This design comes from an exercise in tuning for small area and a short achievable clock period on the open sky130 flow, not from production work. Only simulation tests tie the RTL to the original design; equivalence was not proved. Power is estimated from default activity; no workload was simulated.

==> flow/design.v <==
package mem_resp_pkg;
  localparam int unsigned DATA_W      = 16;
  localparam int unsigned ADDR_W      = 16;
  localparam int unsigned CNT_W       = 4;
  localparam int unsigned LATENCY_MAX = 15;
  typedef enum logic [1:0] {
    IDLE = 2'b00,
    BUSY = 2'b01,
    DONE = 2'b10
  } state_t;
  typedef enum logic {
    OP_RD = 1'b0,
    OP_WR = 1'b1
  } op_t;
  function automatic logic [CNT_W-1:0] lat_init(input int unsigned lat);
    if (lat < 1) lat_init = {CNT_W{1'b0}};
    else if (lat > LATENCY_MAX) lat_init = CNT_W'(LATENCY_MAX - 1);
    else lat_init = CNT_W'(lat - 1);
  endfunction
endpackage
module mem_resp_array
#(
  parameter int unsigned DEPTH_LOG2 = 8
) (
  input  logic                  clk,
  input  logic                  we,
  input  logic [DEPTH_LOG2-1:0] idx,
  input  logic [mem_resp_pkg::DATA_W-1:0]     wdata,
  output logic [mem_resp_pkg::DATA_W-1:0]     rdata
);
  localparam int unsigned DEPTH = 1 << DEPTH_LOG2;
  logic [mem_resp_pkg::DATA_W-1:0] mem [DEPTH];
  always_ff @(posedge clk) begin
    if (we) mem[idx] <= wdata;
    rdata <= mem[idx];
  end
endmodule
module mem_stall_resp
#(
  parameter int unsigned DEPTH_LOG2 = 8,
  parameter int unsigned LATENCY    = 4
) (
  input  logic              clk,
  input  logic              rst,
  input  logic [mem_resp_pkg::ADDR_W-1:0] Addr,
  input  logic [mem_resp_pkg::DATA_W-1:0] DataIn,
  input  logic              Rd,
  input  logic              Wr,
  output logic [mem_resp_pkg::DATA_W-1:0] DataOut,
  output logic              Done,
  output logic              Stall,
  output logic              err
);
  localparam logic [mem_resp_pkg::CNT_W-1:0] CNT_INIT = mem_resp_pkg::lat_init(LATENCY);
  mem_resp_pkg::state_t                state_q, state_d;
  logic [mem_resp_pkg::CNT_W-1:0]      cnt_q, cnt_d;
  mem_resp_pkg::op_t                   op_q, op_d;
  logic [DEPTH_LOG2-1:0] idx_q, idx_d;
  logic [DEPTH_LOG2-1:0] arr_idx;
  logic [mem_resp_pkg::DATA_W-1:0]     wdata_q, wdata_d;
  logic [mem_resp_pkg::DATA_W-1:0]     dout_q, dout_d;
  logic [mem_resp_pkg::DATA_W-1:0]     rdata;
  logic                  done_q, done_d;
  logic                  err_q, err_d;
  logic                  we;
  logic                  req;
  logic                  legal;
  logic                  unused_addr;
  assign req   = Rd | Wr;
  assign legal = (Rd ^ Wr) & ~Addr[0];
  assign unused_addr = ^Addr[mem_resp_pkg::ADDR_W-1:DEPTH_LOG2+1];
  mem_resp_array #(
    .DEPTH_LOG2(DEPTH_LOG2)
  ) u_array (
    .clk  (clk),
    .we   (we),
    .idx  (arr_idx),
    .wdata(wdata_q),
    .rdata(rdata)
  );
  always_ff @(posedge clk or posedge rst) begin
    if (rst) begin
      state_q <= mem_resp_pkg::IDLE;
      cnt_q   <= '0;
      op_q    <= mem_resp_pkg::OP_RD;
      idx_q   <= '0;
      wdata_q <= '0;
      dout_q  <= '0;
      done_q  <= 1'b0;
      err_q   <= 1'b0;
    end else begin
      state_q <= state_d;
      cnt_q   <= cnt_d;
      op_q    <= op_d;
      idx_q   <= idx_d;
      wdata_q <= wdata_d;
      dout_q  <= dout_d;
      done_q  <= done_d;
      err_q   <= err_d;
    end
  end
  always_comb begin
    state_d = state_q;
    cnt_d   = cnt_q;
    op_d    = op_q;
    idx_d   = idx_q;
    wdata_d = wdata_q;
    dout_d  = dout_q;
    done_d  = 1'b0;
    err_d   = 1'b0;
    we      = 1'b0;
    arr_idx = idx_q;
    case (state_q)
      mem_resp_pkg::IDLE: begin
        arr_idx = Addr[DEPTH_LOG2:1];
        if (legal) begin
          state_d = mem_resp_pkg::BUSY;
          cnt_d   = CNT_INIT;
          op_d    = Wr ? mem_resp_pkg::OP_WR : mem_resp_pkg::OP_RD;
          idx_d   = Addr[DEPTH_LOG2:1];
          wdata_d = DataIn;
        end else if (req) begin
          err_d = 1'b1;
        end
      end
      mem_resp_pkg::BUSY: begin
        if (cnt_q != '0) begin
          cnt_d = cnt_q - mem_resp_pkg::CNT_W'(1);
        end else begin
          state_d = mem_resp_pkg::DONE;
          done_d  = 1'b1;
          we      = (op_q == mem_resp_pkg::OP_WR);
          if (op_q == mem_resp_pkg::OP_RD) dout_d = rdata;
        end
      end
      mem_resp_pkg::DONE: begin
        state_d = mem_resp_pkg::IDLE;
      end
      default: begin
        state_d = mem_resp_pkg::IDLE;
      end
    endcase
  end
  assign Stall   = (state_q == mem_resp_pkg::BUSY) | ((state_q == mem_resp_pkg::IDLE) & legal);
  assign Done    = done_q;
  assign err     = err_q;
  assign DataOut = dout_q;
endmodule
==> flow/run.sh <==
#!/bin/bash
# synth_recipe.tcl (not shown) runs the flow's synth.tcl, then flattens the netlist and writes it again
# the make line also repeats each setting of config.mk as NAME=value (left out here)
make -C /OpenROAD-flow-scripts/flow DESIGN_CONFIG=/design/flow/config.mk WORK_HOME=/design/flow/orfs CLKGATE_MAP_FILE= SYNTH_SCRIPT=/design/flow/synth_recipe.tcl finish
==> flow/config.mk <==
export PLATFORM = sky130hd
export DESIGN_NAME = mem_stall_resp
export DESIGN_NICKNAME = mem_stall_resp
export VERILOG_FILES = /design/flow/design.v
export SDC_FILE = /design/flow/constraint.sdc
export NUM_CORES = 4
export LEC_CHECK = 0
export CAP_MARGIN = 20
export CORE_MARGIN = 2
export CORE_UTILIZATION = 50
export SLEW_MARGIN = 20
export SYNTH_MEMORY_MAX_BITS = 8192
==> flow/constraint.sdc <==
create_clock -name core_clock -period 5.0 [get_ports {clk}]
set_input_delay 1.0000 -clock core_clock [delete_from_list [all_inputs] [get_ports {clk}]]
set_output_delay 1.0000 -clock core_clock [all_outputs]
set_load 0.01 [all_outputs]
==> metrics.md, run 1 <==
| Metric | Value |
|---|---|
| Fraction of layout instances using a drive strength above 1 | `16.2%` |
| Fin util | `58.4%` |
| Peak Freq | `between 0.2 and 0.25 GHz` |
| CTS H-Tree Depth | `5` |
| Setup WS pre-CTS | `-0.0868 ns` |
| Placer Congestion | `0.856` |
| Total global-route track usage | `27.7%` |
| CTS max path bufs | `4` |
| Critical path arrival | `~5.4 ns` |
| Design area | `~180000 um2` |
| Clock Sinks | `4161` |
| Mapped cell area | `153000 um2` |
| Relative slew slack | `around an eighth` |
| Mean Syn Cell Area | `about 18 um2` |
| Worst VDD drop | `about 0.76 mV` |
| Final Setup Violations | `0` |
| Leak | `54.7 nW` |
| Fin Setup TNS | `0 ns` |
| Most common cell on crit path | `buf_12` |
| Global-route wire length before repair | `619 mm` |
| Critical path buffer and inverter count | `3` |
| CTS tree | `done` |
| Post-CTS Hold Buffers | `0` |
| Crit Path Class | `flop to flop` |
| Post-layout min period | `approximately 4.6 ns` |
| Detailed placement HPWL | `approximately 250 mm` |
| Via count | `88414` |
| # Post-CTS Setup Buffers | `0` |
| Die Height | `557 um` |
| Number of global-route vias before repair | `approximately 85000` |
| Routed wire length | `between 400 and 500 mm` |
| Crit end category | `flop` |
| CTS resizes | `0` |
| I/O pin total | `55` |
| CP startpoint kind | `flop` |
| Number of synthesized flops with an enable pin | `4096` |
| Worst EP required | `5.82 ns` |
| Drt first pass iters | `6` |
| Iter 0 DRT Violations | `between 10000 and 15000` |
| Commonest non-fill, non-tap cell in the layout | `edfxtp_1` |
| Number of fill cells in the layout | `22404` |
| Vias per cell | `6.48` |
| Initial Util | `50.3%` |
| Top Family by Delay on Critical Path | `compound AO/OA/AOI/OAI gates` |
| Critical path's slowest cell | `o41ai_1` |
| Worst hold margin | `0.497 ns` |
| CP Cell Sequence | `nor2_4 -> o21ai_4 -> buf_12 -> buf_12 -> buf_4 -> a22oi_1 -> a21oi_1 -> o41ai_1 -> a41oi_1 -> or4_1` |
| RSZ-0062 raised after global routing | `false` |
| Worst Hold Path EP | `cnt_q[0]$_DFFE_PP0P_` |
| Final Hold Viols | `0` |
| Cell Area, Placed | `164000 um2` |
| Sequential area share after synthesis | `81.6%` |
| I/O Buffers | `47` |
| Core outline area | `303000 um2` |
| Async SR Flop Fraction | `1.18%` |
| Area growth syn-to-layout | `16.1%` |
| Pin count of the biggest net entering global routing | `188` |
| Critical Path Fanout Max | `19` |
| Die area | `310000 um2` |
| Seq cells post-synth | `4161` |
| FF-to-FF path depth | `10` |
| Clock Tree Root | `clkbuf_16` |
| Reg2reg end | `u_array.rdata[8]$_DFF_P_` |
| WL per Instance | `32.1 um` |
| DRC | `0` |
| Power density cells | `slightly above 600 nW/um2` |
| Post-Syn Nets | `8679` |
| MaxCap Viol Count | `0` |
| Initial antenna violation count | `31` |
| Clock Latency Late Sink | `slightly below 1 ns` |
| Post-synth cell types | `43` |
| Worst Max-Slew Pin Slew | `1.30 ns` |
| Worst hold stages | `1` |
| Routed Antenna Nets | `0` |
| Die Width | `between 500 and 600 um` |
| CTS Buf Count | `415` |
| Status | `finished clean` |
| PnR worst setup slack | `0.426 ns` |
| Beginning of the worst hold path | `cnt_q[0]$_DFFE_PP0P_` |
| Commonest cells after routing, fill and taps aside | `edfxtp_1, a22oi_1, a21oi_1` |
| Nets | `9351` |
| Most used DFF post-synth | `edfxtp_1` |
| Min-delay worst type | `flop to flop` |
| FF-to-FF setup slack | `0.43 ns` |
| Synth warn | `2` |
| Total gr overflow | `0` |
| Synthesized instance count | `between 8000 and 9000` |
| Worst R2R Start | `state_q[1]$_DFFE_PP0P_` |
| CP Depth | `10` |
| CP max stage delay | `0.87 ns` |
| Max-slew violation count | `0` |
| Clk slew on worst S/H paths | `around 0.06 ns` |
| Site Rows | `202` |
| Setup Skew | `0.0823 ns` |
| Part of the cycle the worst path needs | `around 91%` |
## state kept, by name, summed over array words and instances (netlist names)
name,count
idx_q,8
u_array.mem,4096
wdata_q,16
err_q,1
cnt_q,4
done_q,1
op_q,1
dout_q,16
u_array.rdata,16
state_q,2
## report_power, final
group          switching [W]  internal (W)
Clock                 0.0132        0.0177
Sequential           0.00162        0.0438
Combinational         0.0224       0.00915
Total                 0.0372        0.0707
## stage by stage
| step | power (W) | cells |
|---|---|---|
| floorplan | 0.0622 | 8640 |
| global placement | 0.0767 | 12873 |
| detailed placement | 0.0773 | 12873 |
| CTS | 0.108 | 13638 |
| global route | 0.111 | 13639 |
| finish | 0.108 | 13649 |
## cells in the mapped netlist (7+ instances only)
master | number | share of area [%]
mux2_2 | 41 | 0.30
inv_1 | 9 | 0.022
nand3_1 | 7 | 0.023
a41oi_1 | 64 | 0.37
or3_1 | 9 | 0.037
a21oi_1 | 1026 | 3.4
o41ai_1 | 256 | 1.5
or4_1 | 17 | 0.084
a22oi_1 | 2048 | 10
buf_2 | 71 | 0.23
dfrtp_1 | 49 | 0.80
edfxtp_1 | 4096 | 81
buf_1 | 75 | 0.18
nand2_1 | 28 | 0.069
nor2_1 | 267 | 0.66
nand2b_1 | 10 | 0.041
clkbuf_1 | 498 | 1.2
dfxtp_1 | 16 | 0.21
## cell families (layout without fill, tap and decap cells)
| group | count (synthesis) | after routing | synth area share (%) |
|---|---|---|---|
| AOI/OAI and AO/OA | 3418 | 3418 | 15.4 |
| xor gates and xnor gates | 2 | 2 | 0.0115 |
| adders and majority gates | 3 | 3 | 0.0246 |
| buffers and inverters | 659 | 1679 | 1.70 |
| DFF | 4161 | 4161 | 81.6 |
| muxes | 41 | 41 | 0.302 |
| other | 0 | 11 | 0 |
| and+or+nand+nor | 356 | 356 | 0.992 |
## layout make-up
type | count | area, um2 | share of cell area, %
well taps | 3978 | 4980 | 2.81
repair buffers | 905 | 8200 | 4.63
diodes | 11 | 27.5 | 0.0155
multi-input cells | 3820 | 25800 | 14.6
inverters | 9 | 33.8 | 0.0191
flip-flops and latches | 4161 | 125000 | 70.3
clock inverters | 251 | 2620 | 1.48
clock buffers | 514 | 10900 | 6.16
## worst reg2reg max path: cells and delay by family, from the launching register on
kind,cells,cell delay [ns]
flip-flops,1,0.52
AND/OR/NAND/NOR,2,1.00
buffers and inverters,3,0.74
AO/OA/AOI/OAI,5,2.13
## routing by layer
layer	routed length (um)	GRT usage, %	share of wire, %	vias to the layer above
li1	-	-	-	37555
met1	174000	38.8	40	45513
met2	205000	43.3	47	4551
met3	40900	5.31	9.3	781
met4	17800	10.4	4.1	14
met5	90	0	0.021	-
## how the worst max path moves through the flow
stage	startpoint	endpoint	slack, ns
after floorplan	wdata_q[0]$_DFFE_PP0P_	u_array.mem[0][0]$_DFFE_PP_	1.02
after global placement	Addr[2]	u_array.rdata[13]$_DFF_P_	-0.08
after detailed placement	Addr[2]	u_array.rdata[13]$_DFF_P_	-0.09
after CTS	state_q[1]$_DFFE_PP0P_	u_array.rdata[2]$_DFF_P_	0.49
after global routing	state_q[1]$_DFFE_PP0P_	u_array.rdata[8]$_DFF_P_	0.38
final	state_q[1]$_DFFE_PP0P_	u_array.rdata[8]$_DFF_P_	0.43
==> run 2, diff against run 1 <==
==> flow/design.v (replaced) <==
package mem_resp_pkg;
  localparam int unsigned DATA_W = 16;
  localparam int unsigned ADDR_W = 16;
  localparam int unsigned LOOP_LEN_LOG2 = 2;
  localparam int unsigned LOOP_LEN      = 1 << LOOP_LEN_LOG2;
endpackage
module mem_resp_array
#(
  parameter int unsigned DEPTH_LOG2 = 8
) (
  input  logic                                clk,
  input  logic                                wb_valid,
  input  logic [DEPTH_LOG2-1:0]               wb_idx,
  input  logic [mem_resp_pkg::DATA_W-1:0]     wb_data,
  output logic                                wb_drain,
  input  logic [DEPTH_LOG2-1:0]               rd_idx,
  output logic                                rd_here,
  output logic [mem_resp_pkg::DATA_W-1:0]     rd_data
);
  localparam int unsigned W      = mem_resp_pkg::DATA_W;
  localparam int unsigned LL2    = mem_resp_pkg::LOOP_LEN_LOG2;
  localparam int unsigned LEN    = mem_resp_pkg::LOOP_LEN;
  localparam int unsigned GL2    = DEPTH_LOG2 - LL2;
  localparam int unsigned GROUPS = 1 << GL2;
  logic [LL2-1:0] phase;
  always_ff @(posedge clk) phase <= phase + LL2'(1);
  assign wb_drain = wb_valid & (wb_idx[LL2-1:0] == phase);
  assign rd_here  = (rd_idx[LL2-1:0] == LL2'(phase - LL2'(1)));
  logic [W-1:0] loop_q [GROUPS][LEN];
  logic [W-1:0] head   [GROUPS];
  logic [GROUPS-1:0] gsel;
  for (genvar g = 0; g < GROUPS; g++) begin : g_loop
    assign gsel[g] = (rd_idx[DEPTH_LOG2-1:LL2] == GL2'(g));
    assign head[g] = (wb_drain && wb_idx[DEPTH_LOG2-1:LL2] == GL2'(g)) ? wb_data
                                                                     : loop_q[g][LEN-1];
    always_ff @(posedge clk) begin
      loop_q[g][0] <= head[g];
      for (int k = 1; k < LEN; k++) loop_q[g][k] <= loop_q[g][k-1];
    end
  end
  always_comb begin
    rd_data = '0;
    for (int g = 0; g < GROUPS; g++) rd_data = rd_data | (loop_q[g][0] & {W{gsel[g]}});
  end
endmodule
module mem_stall_resp
#(
  parameter int unsigned DEPTH_LOG2 = 8,
  parameter int unsigned LATENCY    = 4
) (
  input  logic              clk,
  input  logic              rst,
  input  logic [mem_resp_pkg::ADDR_W-1:0] Addr,
  input  logic [mem_resp_pkg::DATA_W-1:0] DataIn,
  input  logic              Rd,
  input  logic              Wr,
  output logic [mem_resp_pkg::DATA_W-1:0] DataOut,
  output logic              Done,
  output logic              Stall,
  output logic              err
);
  localparam int unsigned W = mem_resp_pkg::DATA_W;
  logic       busy_q, done_q, err_q;
  logic [1:0] cnt_q;
  logic       legal, accept, last, commit;
  logic                  op_wr_q;
  logic [DEPTH_LOG2-1:0] idx_q;
  logic [W-1:0]          wdata_q;
  logic                  wb_valid_q;
  logic [DEPTH_LOG2-1:0] wb_idx_q;
  logic [W-1:0]          wb_data_q;
  logic                  wb_drain;
  logic                  rd_here;
  logic [W-1:0]          rd_data, rcap_q, rd_word, dout_q;
  assign legal  = (Rd ^ Wr) & ~Addr[0];
  assign accept = ~busy_q & ~done_q & legal;
  assign last   = busy_q & (cnt_q == 2'd3);
  assign commit = last & op_wr_q;
  always_ff @(posedge clk or posedge rst) begin
    if (rst) begin
      busy_q <= 1'b0;
      cnt_q  <= 2'd0;
      done_q <= 1'b0;
      err_q  <= 1'b0;
      dout_q <= '0;
    end else begin
      busy_q <= accept | (busy_q & ~last);
      cnt_q  <= busy_q ? cnt_q + 2'd1 : 2'd0;
      done_q <= last;
      err_q  <= ~busy_q & ~done_q & (Rd | Wr) & ~legal;
      if (last & ~op_wr_q) dout_q <= rd_word;
    end
  end
  always_ff @(posedge clk) begin
    if (accept) begin
      op_wr_q <= Wr;
      idx_q   <= Addr[DEPTH_LOG2:1];
      wdata_q <= DataIn;
    end
    if (commit) begin
      wb_idx_q  <= idx_q;
      wb_data_q <= wdata_q;
    end
    wb_valid_q <= commit | (wb_valid_q & ~wb_drain);
    if (rd_here) rcap_q <= rd_data;
  end
  assign rd_word = rd_here ? rd_data : rcap_q;
  mem_resp_array #(
    .DEPTH_LOG2(DEPTH_LOG2)
  ) u_array (
    .clk     (clk),
    .wb_valid(wb_valid_q),
    .wb_idx  (wb_idx_q),
    .wb_data (wb_data_q),
    .wb_drain(wb_drain),
    .rd_idx  (idx_q),
    .rd_here (rd_here),
    .rd_data (rd_data)
  );
  assign Stall   = busy_q | (~done_q & legal);
  assign Done    = done_q;
  assign err     = err_q;
  assign DataOut = dout_q;
endmodule
==> metrics.md, run 2 <==
| Metric | Value |
|---|---|
| CTS max path bufs | `4 (unchanged)` |
| Dominant cell type by area after synthesis | `dfxtp_1` |
| Number of synthesized flops with an enable pin | `49 (-99%)` |
| CTS Buf Count | `390 (-6.0%)` |
| Placer Congestion | `0.894 (+4.4%)` |
| Area growth syn-to-layout | `17.3%` |
| Clk slew on worst S/H paths | `0.07 ns (about the same)` |
| Worst Max-Slew Pin Slew | `1.27 ns (-0.0282 ns)` |
| Most numerous cell in the Yosys netlist | `dfxtp_1` |
| Number of fill cells in the layout | `15935 (-29%)` |
| Worst VDD drop | `0.417 mV (-45%)` |
| I/O Buffers | `47 (unchanged)` |
| Synth top cells by count | `dfxtp_1, mux2_2, a22oi_1` |
| Leak | `50.0 nW (-8.6%)` |
| Status | `finished clean` |
| Post-synth cell types | `70 (+63%)` |
| Reg2reg end | `dout_q[8]$_DFFE_PP0P_` |
| Max-slew violation count | `0 (unchanged)` |
| Largest cells by area after synthesis | `dfxtp_1, mux2_2, a22oi_1` |
| Detailed placement HPWL | `200 mm (-21%)` |
| MaxCap Viol Count | `0 (unchanged)` |
| Beginning of the worst hold path | `u_array.loop_q[65][12]$_DFF_P_` |
| Largest Register | `u_array.loop_q` |
| Post-layout min period | `4.77 ns (+0.192 ns)` |
| I/O pin total | `55 (unchanged)` |
| Post-Syn Nets | `6670 (-23%)` |
| Critical path arrival | `5.62 ns (+0.22 ns)` |
| Core outline area | `209000 um2 (-31%)` |
| Worst Hold Path EP | `u_array.loop_q[66][12]$_DFF_P_` |
| Routed wire length | `325 mm (-26%)` |
| CTS resizes | `0 (unchanged)` |
| Relative slew slack | `15.2% (+2.8 points)` |
| Critical Path Fanout Max | `12 (-7)` |
| Cells after DPL | `9399 (-27%)` |
| Die Width | `462 um (-17%)` |
| CTS tree | `done` |
| Post-CTS Hold Buffers | `0 (unchanged)` |
| Mean Syn Cell Area | `15.8 um2 (-10%)` |
| Die Height | `462 um (-17%)` |
| Die area | `214000 um2 (-31%)` |
| Global-route wire length before repair | `441 mm (-29%)` |
| Initial antenna violation count | `32 (+3.2%)` |
| Clock Tree Root | `clkbuf_16` |
| Peak Freq | `0.210 GHz (-4.0%)` |
| RSZ-0062 raised after global routing | `false` |
| Number of global-route vias before repair | `54043 (-36%)` |
| Pin count of the biggest net entering global routing | `65 (-65%)` |
| WL per Instance | `32.1 um (+0.17%)` |
| Part of the cycle the worst path needs | `95.3% (+3.8 points)` |
| Synthesized instance count | `6632 (-23%)` |
| Async SR Flop Fraction | `0.502% (-0.68 points)` |
| Iter 0 DRT Violations | `5909 (-49%)` |
| Nets | `7024 (-25%)` |
| FF-to-FF setup slack | `0.23 ns (-0.19 ns)` |
| Clock Latency Late Sink | `0.98 ns (about the same)` |
| Crit Path Class | `flop to flop` |
| Site Rows | `168 (-17%)` |
| FF-to-FF path depth | `10 (unchanged)` |
| Initial Util | `50.2% (-0.17 points)` |
| Vias per cell | `5.42 (-16%)` |
| Fin util | `58.9% (+0.43 points)` |
| Most used DFF post-synth | `dfxtp_1` |
| DRC | `0 (unchanged)` |
| Share of the synthesized area in the top cell type | `78.5% (-2.1 points)` |
| CTS H-Tree Depth | `5 (unchanged)` |
| Drt first pass iters | `6 (unchanged)` |
| Routed Antenna Nets | `0 (unchanged)` |
| Total gr overflow | `0 (unchanged)` |
| Clock Sinks | `4185 (+0.58%)` |
| Commonest non-fill, non-tap cell in the layout | `dfxtp_1` |
| Commonest cells after routing, fill and taps aside | `dfxtp_1, mux2_2, clkbuf_16` |
| Seq cells post-synth | `4185 (+0.58%)` |
| Layout Cells excl Fill | `10102 (-26%)` |
| Worst R2R Start | `idx_q[3]$_DFFE_PP_` |
| Min-delay worst type | `flop to flop` |
| Fin Setup TNS | `0 ns (unchanged)` |
| Total global-route track usage | `30.1% (+2.4 points)` |
| Final Setup Violations | `0 (unchanged)` |
| CP startpoint kind | `flop` |
| Worst EP required | `5.85 ns (+0.03 ns)` |
| Fraction of layout instances using a drive strength above 1 | `27.9% (+12 points)` |
| Setup Skew | `0.0486 ns (-0.0338 ns)` |
| Final Hold Viols | `0 (unchanged)` |
| Mapped cell area | `105000 um2 (-31%)` |
| Sequential area share after synthesis | `80.4% (-1.2 points)` |
| Worst hold stages | `0 (-1)` |
| Synth warn | `4 (+2)` |
| Max FFs per register | `4096 (unchanged)` |
| Power density cells | `535 nW/um2 (-12%)` |
| # Post-CTS Setup Buffers | `0 (unchanged)` |
| Crit end category | `flop` |
| Via count | `54748 (-38%)` |
-- run 2: worst max-delay path by stage --
stage	depth (start not counted)	startpoint	endpoint
2_1_floorplan	4	Rd	idx_q[0]$_DFFE_PP_
3_3_place_gp	10	idx_q[3]$_DFFE_PP_	dout_q[8]$_DFFE_PP0P_
3_5_place_dp	10	idx_q[3]$_DFFE_PP_	dout_q[8]$_DFFE_PP0P_
4_1_cts	10	idx_q[3]$_DFFE_PP_	dout_q[8]$_DFFE_PP0P_
5_1_grt	10	idx_q[3]$_DFFE_PP_	dout_q[8]$_DFFE_PP0P_
6_report	10	idx_q[3]$_DFFE_PP_	dout_q[8]$_DFFE_PP0P_
-- run 2: routing by layer --
layer,GRT usage (%),vias up,part of all wire (%)
met5,0,-,0.010
met4,12.6,4,4.4
met3,5.69,603,6.9
met2,46.5,2305,45
met1,41.4,28241,44
li1,-,23595,-
-- run 2: layout make-up --
cell class,instances,area [um2],area share (%)
Sequential cell,4185,84400,68.5
Clock buffer,571,11500,9.35
Multi-Input combinational cell,2115,19700,16.0
Timing Repair Buffer,288,2490,2.03
Tap cell,2805,3510,2.85
Clock inverter,114,1420,1.16
Inverter,6,22.5,0.0183
Antenna cell,18,45.0,0.0366
-- run 2: power by group --
part / leakage, nW / switching, W / internal [W]
logic: 9.75 / 0.00107 / 0.000484
clock network: 6.36 / 0.0123 / 0.0175
registers: 33.9 / 0.000361 / 0.0341
total: 50.0 / 0.0137 / 0.0521
-- run 2: metrics by stage --
step | hold WS [ns] | setup WS (ns) | area (um2) | total power [W]
floorplan | 0.310 | 1.46 | 105000 | 0.0357
global placement | 0.310 | 0.183 | 110000 | 0.0367
detailed placement | 0.312 | 0.278 | 110000 | 0.0367
CTS | 0.288 | 0.262 | 123000 | 0.0660
global route | 0.292 | 0.267 | 123000 | 0.0674
finish | 0.293 | 0.235 | 123000 | 0.0658
-- run 2: logic make-up (layout without fill, tap and decap cells) --
group	Yosys count	count (layout)	share of synthesized area [%]
compound gates	488	488	3.71
xor+xnor	4	4	0.0334
fa+ha+maj	2	2	0.0238
buf+inv	332	979	1.37
flops	4185	4185	80.4
mux	1074	1074	11.5
other cells	0	18	0
simple gates	547	547	2.96
-- run 2: critical path: stages, from the launching register on --
cell	delay (ns)
edfxtp_1	0.77
nand2b_1	0.72
buf_4	0.31
nor2_2	0.10
buf_4	0.29
a2111oi_1	0.89
nand3_1	0.16
nor4_1	0.81
buf_4	0.23
a21oi_1	0.08
mux2_2	0.27

## static timing again, ports no longer ideal
Ports are ideal in the flow. The routed layouts listed here were re-timed in OpenROAD. Step 1 assumes that a clkbuf_16 drives the clock port and a buf_2 every other input. Step 2 moves the port delays by t, midway between the first and last clock arrival at a register: inputs arrive t later, outputs are due t later. That takes back most of the time a late clock gives input paths. Three values: ideal ports, drivers, drivers and shift; two values: the first two.
run	shift t [ns]	slack for setup (ns)	latest minus earliest clock arrival (ns)	slew at the worst register clock pin (ns)	pins driven straight from the clock port
run 1	1.050	0.426 / 0.426 / -0.290	0.089 / 0.089	0.07 / 0.07	1
run 2	1.040	0.235 / 0.235 / 0.235	0.055 / 0.054	0.07 / 0.07	1
With both steps, setup timing fails in run 1, where it was met with ideal ports. The setup slack of run 1, which loses most, moves by 0.000 ns with the drivers and by -0.716 ns with both steps.
